From an optimization exercise on the open Yosys and OpenROAD flow, aimed at small area; shortcuts taken in it are not production practice. The RTL was checked by simulation tests, not by an equivalence proof against the original design. No activity file was given, so power comes from the tool's default toggle rates.

==> flow/design.v <==
module decode #(
  parameter int WIDTH  = 32,
  parameter int REG_AW = 5
) (
  input  logic              clk,
  input  logic              rst,
  input  logic [31:0]       if_id_instr,
  input  logic [WIDTH-1:0]  if_id_npc,
  input  logic              id_flush,
  input  logic              mem_wb_reg_write,
  input  logic [REG_AW-1:0] mem_wb_write_reg,
  input  logic [WIDTH-1:0]  wb_write_data,
  output logic [1:0]        id_ex_wb,
  output logic [2:0]        id_ex_m,
  output logic [3:0]        id_ex_ex,
  output logic [WIDTH-1:0]  id_ex_npc,
  output logic [WIDTH-1:0]  id_ex_readdat1,
  output logic [WIDTH-1:0]  id_ex_readdat2,
  output logic [WIDTH-1:0]  id_ex_sign_ext,
  output logic [4:0]        id_ex_instr_2016,
  output logic [4:0]        id_ex_instr_1511
);
  localparam int NREGS = 1 << REG_AW;
  logic [WIDTH-1:0]  regs_r [1:NREGS-1];
  logic [WIDTH-1:0]  regs_d [1:NREGS-1];
  logic [REG_AW-1:0] rs_r;
  logic [REG_AW-1:0] rt_r;
  logic [15:0]       imm_r;
  logic [WIDTH-1:0]  npc_r;
  logic              rtype_r, lw_r, sw_r, beq_r;
  logic [5:0]        opcode_s;
  logic [WIDTH-1:0]  wdata_s;
  logic [NREGS-1:1]  wsel_s, wsel_n_s;
  logic [NREGS-1:1]  sel1_s, sel2_s;
  assign opcode_s = if_id_instr[31:26];
  assign wdata_s  = wb_write_data & {WIDTH{rst}};
  decode_wsel #(.AW(REG_AW)) u_wsel (
    .rst(rst), .we(mem_wb_reg_write), .addr(mem_wb_write_reg),
    .sel(wsel_s), .sel_n(wsel_n_s));
  for (genvar i = 1; i < NREGS; i++) begin : g_reg
    for (genvar b = 0; b < WIDTH; b++) begin : g_bit
      decode_wmux u_wmux (.s(wsel_s[i]), .s_n(wsel_n_s[i]), .d(wdata_s[b]),
                          .q(regs_r[i][b]), .y(regs_d[i][b]));
    end
  end
  always_ff @(posedge clk) begin
    for (int i = 1; i < NREGS; i++) begin
      regs_r[i] <= regs_d[i];
    end
  end
  always_ff @(posedge clk) begin
    rs_r <= if_id_instr[25:21];
    if (!rst) begin
      rt_r    <= '0;
      imm_r   <= '0;
      npc_r   <= '0;
      rtype_r <= 1'b0;
      lw_r    <= 1'b0;
      sw_r    <= 1'b0;
      beq_r   <= 1'b0;
    end else begin
      rt_r    <= if_id_instr[20:16];
      imm_r   <= if_id_instr[15:0];
      npc_r   <= if_id_npc;
      rtype_r <= !id_flush && (opcode_s == 6'h00);
      lw_r    <= !id_flush && (opcode_s == 6'h23);
      sw_r    <= !id_flush && (opcode_s == 6'h2B);
      beq_r   <= !id_flush && (opcode_s == 6'h04);
    end
  end
  decode_onehot #(.AW(REG_AW)) u_dec1 (.addr(rs_r), .sel(sel1_s));
  decode_onehot #(.AW(REG_AW)) u_dec2 (.addr(rt_r), .sel(sel2_s));
  for (genvar b = 0; b < WIDTH; b++) begin : g_rd
    logic [NREGS-1:1] col_s;
    for (genvar i = 1; i < NREGS; i++) begin : g_col
      assign col_s[i] = regs_r[i][b];
    end
    decode_rdbit u_rd1 (.sel(sel1_s), .d(col_s), .y(id_ex_readdat1[b]));
    decode_rdbit u_rd2 (.sel(sel2_s), .d(col_s), .y(id_ex_readdat2[b]));
  end
  assign id_ex_wb         = {rtype_r | lw_r, lw_r};
  assign id_ex_m          = {beq_r, lw_r, sw_r};
  assign id_ex_ex         = {rtype_r, rtype_r, beq_r, lw_r | sw_r};
  assign id_ex_npc        = npc_r;
  assign id_ex_sign_ext   = {{16{imm_r[15]}}, imm_r};
  assign id_ex_instr_2016 = rt_r;
  assign id_ex_instr_1511 = imm_r[15:11];
endmodule
module decode_wsel #(
  parameter int AW = 5
) (
  input  logic               rst,
  input  logic               we,
  input  logic [AW-1:0]      addr,
  output logic [(1<<AW)-1:1] sel,
  output logic [(1<<AW)-1:1] sel_n
);
  always_comb begin
    for (int i = 1; i < (1 << AW); i++) begin
      sel[i]   = !rst || (we && addr == i);
      sel_n[i] = !sel[i];
    end
  end
endmodule
module decode_wmux (
  input  logic s,
  input  logic s_n,
  input  logic d,
  input  logic q,
  output logic y
);
  assign y = (s & d) | (s_n & q);
endmodule
module decode_onehot #(
  parameter int AW = 5
) (
  input  logic [AW-1:0]       addr,
  output logic [(1<<AW)-1:1]  sel
);
  always_comb begin
    for (int i = 1; i < (1 << AW); i++) begin
      sel[i] = (addr == i);
    end
  end
endmodule
module decode_rdbit (
  input  logic [31:1] sel,
  input  logic [31:1] d,
  output logic        y
);
  logic [10:0] g_n;
  logic [2:0]  h;
  for (genvar k = 0; k < 10; k++) begin : g_aoi
    decode_aoi222 u_aoi (
      .a0(sel[3*k+1]), .b0(d[3*k+1]), .a1(sel[3*k+2]), .b1(d[3*k+2]),
      .a2(sel[3*k+3]), .b2(d[3*k+3]), .y(g_n[k]));
  end
  decode_nand2 u_n31 (.a(sel[31]), .b(d[31]), .y(g_n[10]));
  decode_nand4 u_h0 (.a(g_n[0]), .b(g_n[1]), .c(g_n[2]), .d(g_n[3]), .y(h[0]));
  decode_nand4 u_h1 (.a(g_n[4]), .b(g_n[5]), .c(g_n[6]), .d(g_n[7]), .y(h[1]));
  decode_nand3 u_h2 (.a(g_n[8]), .b(g_n[9]), .c(g_n[10]), .y(h[2]));
  decode_or3   u_o  (.a(h[0]), .b(h[1]), .c(h[2]), .y(y));
endmodule
module decode_aoi222 (
  input  logic a0, b0, a1, b1, a2, b2,
  output logic y
);
  assign y = !((a0 & b0) | (a1 & b1) | (a2 & b2));
endmodule
module decode_nand2 (input logic a, b, output logic y);
  assign y = !(a & b);
endmodule
module decode_nand3 (input logic a, b, c, output logic y);
  assign y = !(a & b & c);
endmodule
module decode_nand4 (input logic a, b, c, d, output logic y);
  assign y = !(a & b & c & d);
endmodule
module decode_or3 (input logic a, b, c, output logic y);
  assign y = a | b | c;
endmodule
Settings: LEC_CHECK=0, CAP_MARGIN=20, CORE_MARGIN=2, CORE_UTILIZATION=45, PLACE_DENSITY=0.6, SLEW_MARGIN=20, SYNTH_HIERARCHICAL=1, SYNTH_MINIMUM_KEEP_SIZE=0; clock period 6.0 ns.
standard.sh (not shown) runs the stock make flow with config.mk's settings and CLKGATE_MAP_FILE= SYNTH_SCRIPT=/design/flow/synth_recipe.tcl, a recipe that flattens the netlist after the stock synthesis.
==> flow/flow/run.sh <==
#!/bin/bash
# The standard layout (standard.sh, all ORFS steps), with two changes that
# only pick smaller cells:
#  - the buffers that buffer_ports puts on every input and output port are
#    sky130_fd_sc_hd__buf_1 instead of the default choice;
#  - clock tree synthesis uses clkbuf_8 leaf/tree buffers in clusters of up
#    to 14 sinks, without dummy loads.
# Each tool's log stays in orfs/logs/; make's own output goes to
# standard.log in this folder.
set -euo pipefail
bash standard.sh \
  "BUFFER_PORTS_ARGS=-buffer_cell sky130_fd_sc_hd__buf_1" \
  "CTS_ARGS=-sink_clustering_enable -repair_clock_nets -dont_use_dummy_load -buf_list sky130_fd_sc_hd__clkbuf_8 -sink_clustering_size 14 -sink_clustering_max_diameter 80" \
  finish > standard.log 2>&1
The starting point passed the timing, DRC and antenna checks.
Rerun with:
--- a/flow/design.v
+++ b/flow/design.v
@@ -30,16 +30,24 @@
   logic              rtype_r, lw_r, sw_r, beq_r;
   logic [5:0]        opcode_s;
   logic [WIDTH-1:0]  wdata_s;
   logic [NREGS-1:1]  wsel_s, wsel_n_s;
   logic [NREGS-1:1]  sel1_s, sel2_s;
   assign opcode_s = if_id_instr[31:26];
-  assign wdata_s  = wb_write_data & {WIDTH{rst}};
+  logic [WIDTH-1:0]  wdata_n_s;
+  logic [NREGS-1:1]  wen_s;
+  for (genvar b = 0; b < WIDTH; b++) begin : g_wd
+    decode_nand2 u_nand (.a(wb_write_data[b]), .b(rst), .y(wdata_n_s[b]));
+    decode_inv   u_inv  (.a(wdata_n_s[b]), .y(wdata_s[b]));
+  end
   decode_wsel #(.AW(REG_AW)) u_wsel (
-    .rst(rst), .we(mem_wb_reg_write), .addr(mem_wb_write_reg),
-    .sel(wsel_s), .sel_n(wsel_n_s));
+    .rst(rst), .we(mem_wb_reg_write), .addr(mem_wb_write_reg), .sel(wen_s));
+  for (genvar i = 1; i < NREGS; i++) begin : g_ws
+    decode_inv u_inv_n (.a(wen_s[i]), .y(wsel_n_s[i]));
+    decode_inv u_inv   (.a(wsel_n_s[i]), .y(wsel_s[i]));
+  end
   for (genvar i = 1; i < NREGS; i++) begin : g_reg
     for (genvar b = 0; b < WIDTH; b++) begin : g_bit
       decode_wmux u_wmux (.s(wsel_s[i]), .s_n(wsel_n_s[i]), .d(wdata_s[b]),
                           .q(regs_r[i][b]), .y(regs_d[i][b]));
     end
   end
@@ -89,19 +97,17 @@
 module decode_wsel #(
   parameter int AW = 5
 ) (
   input  logic               rst,
   input  logic               we,
   input  logic [AW-1:0]      addr,
-  output logic [(1<<AW)-1:1] sel,
-  output logic [(1<<AW)-1:1] sel_n
+  output logic [(1<<AW)-1:1] sel
 );
   always_comb begin
     for (int i = 1; i < (1 << AW); i++) begin
-      sel[i]   = !rst || (we && addr == i);
-      sel_n[i] = !sel[i];
+      sel[i] = !rst || (we && addr == i);
     end
   end
 endmodule
 module decode_wmux (
   input  logic s,
   input  logic s_n,
@@ -114,17 +120,36 @@
 module decode_onehot #(
   parameter int AW = 5
 ) (
   input  logic [AW-1:0]       addr,
   output logic [(1<<AW)-1:1]  sel
 );
+  logic [3:0]  lo;
+  logic [7:0]  hi;
+  logic [31:1] sel_n;
+  decode_pre #(.N(2)) u_lo (.a(addr[1:0]), .y(lo));
+  decode_pre #(.N(3)) u_hi (.a(addr[4:2]), .y(hi));
+  for (genvar i = 1; i < 32; i++) begin : g_sel
+    decode_nand2 u_nand (.a(hi[i >> 2]), .b(lo[i & 3]), .y(sel_n[i]));
+    decode_inv   u_inv  (.a(sel_n[i]), .y(sel[i]));
+  end
+endmodule
+module decode_pre #(
+  parameter int N = 2
+) (
+  input  logic [N-1:0]      a,
+  output logic [(1<<N)-1:0] y
+);
   always_comb begin
-    for (int i = 1; i < (1 << AW); i++) begin
-      sel[i] = (addr == i);
+    for (int i = 0; i < (1 << N); i++) begin
+      y[i] = (a == i);
     end
   end
+endmodule
+module decode_inv (input logic a, output logic y);
+  assign y = !a;
 endmodule
 module decode_rdbit (
   input  logic [31:1] sel,
   input  logic [31:1] d,
   output logic        y
 );
What happened:
- die area goes up slightly
- first-iteration DRC count goes up slightly
- sequential share of layout area goes up by 0.70 points
- final area goes down slightly
- wire length goes down by a few percent
- synthesized area goes up slightly
- global-route usage goes down by 2.9 points
- critical path depth goes up by 1
- non-clock buffer count goes down by 3
- combinational power goes down by a little under a tenth
- power goes down slightly

port drivers added, routing unchanged:
How much do the figures lean on ideal ports? The routed layouts below were timed once more, with nothing changed but the port constraints.
Step 1 sets driving cells, clkbuf_16 on the clock port and buf_2 on the other inputs (assumed; they add their load-dependent delay and slew).
Step 2 adds t to the input delays and takes it off the output delays; t is the mean of the earliest and latest rising clock arrival at the registers after step 1. Input paths then give back, and output paths get back, about the clock's delay inside the block.
Three values: no drivers, after step 1, after step 2; two values: the first two.
| run | t, ns | slack for setup (ns) | worst setup path at the end |
|---|---|---|---|
| the first run | 0.783 | 0.679 / 0.611 / 1.394 | register to output |
| the second run | 0.802 | 0.745 / 0.673 / 1.475 | register to output |
After both steps setup and hold are still met in every run listed.
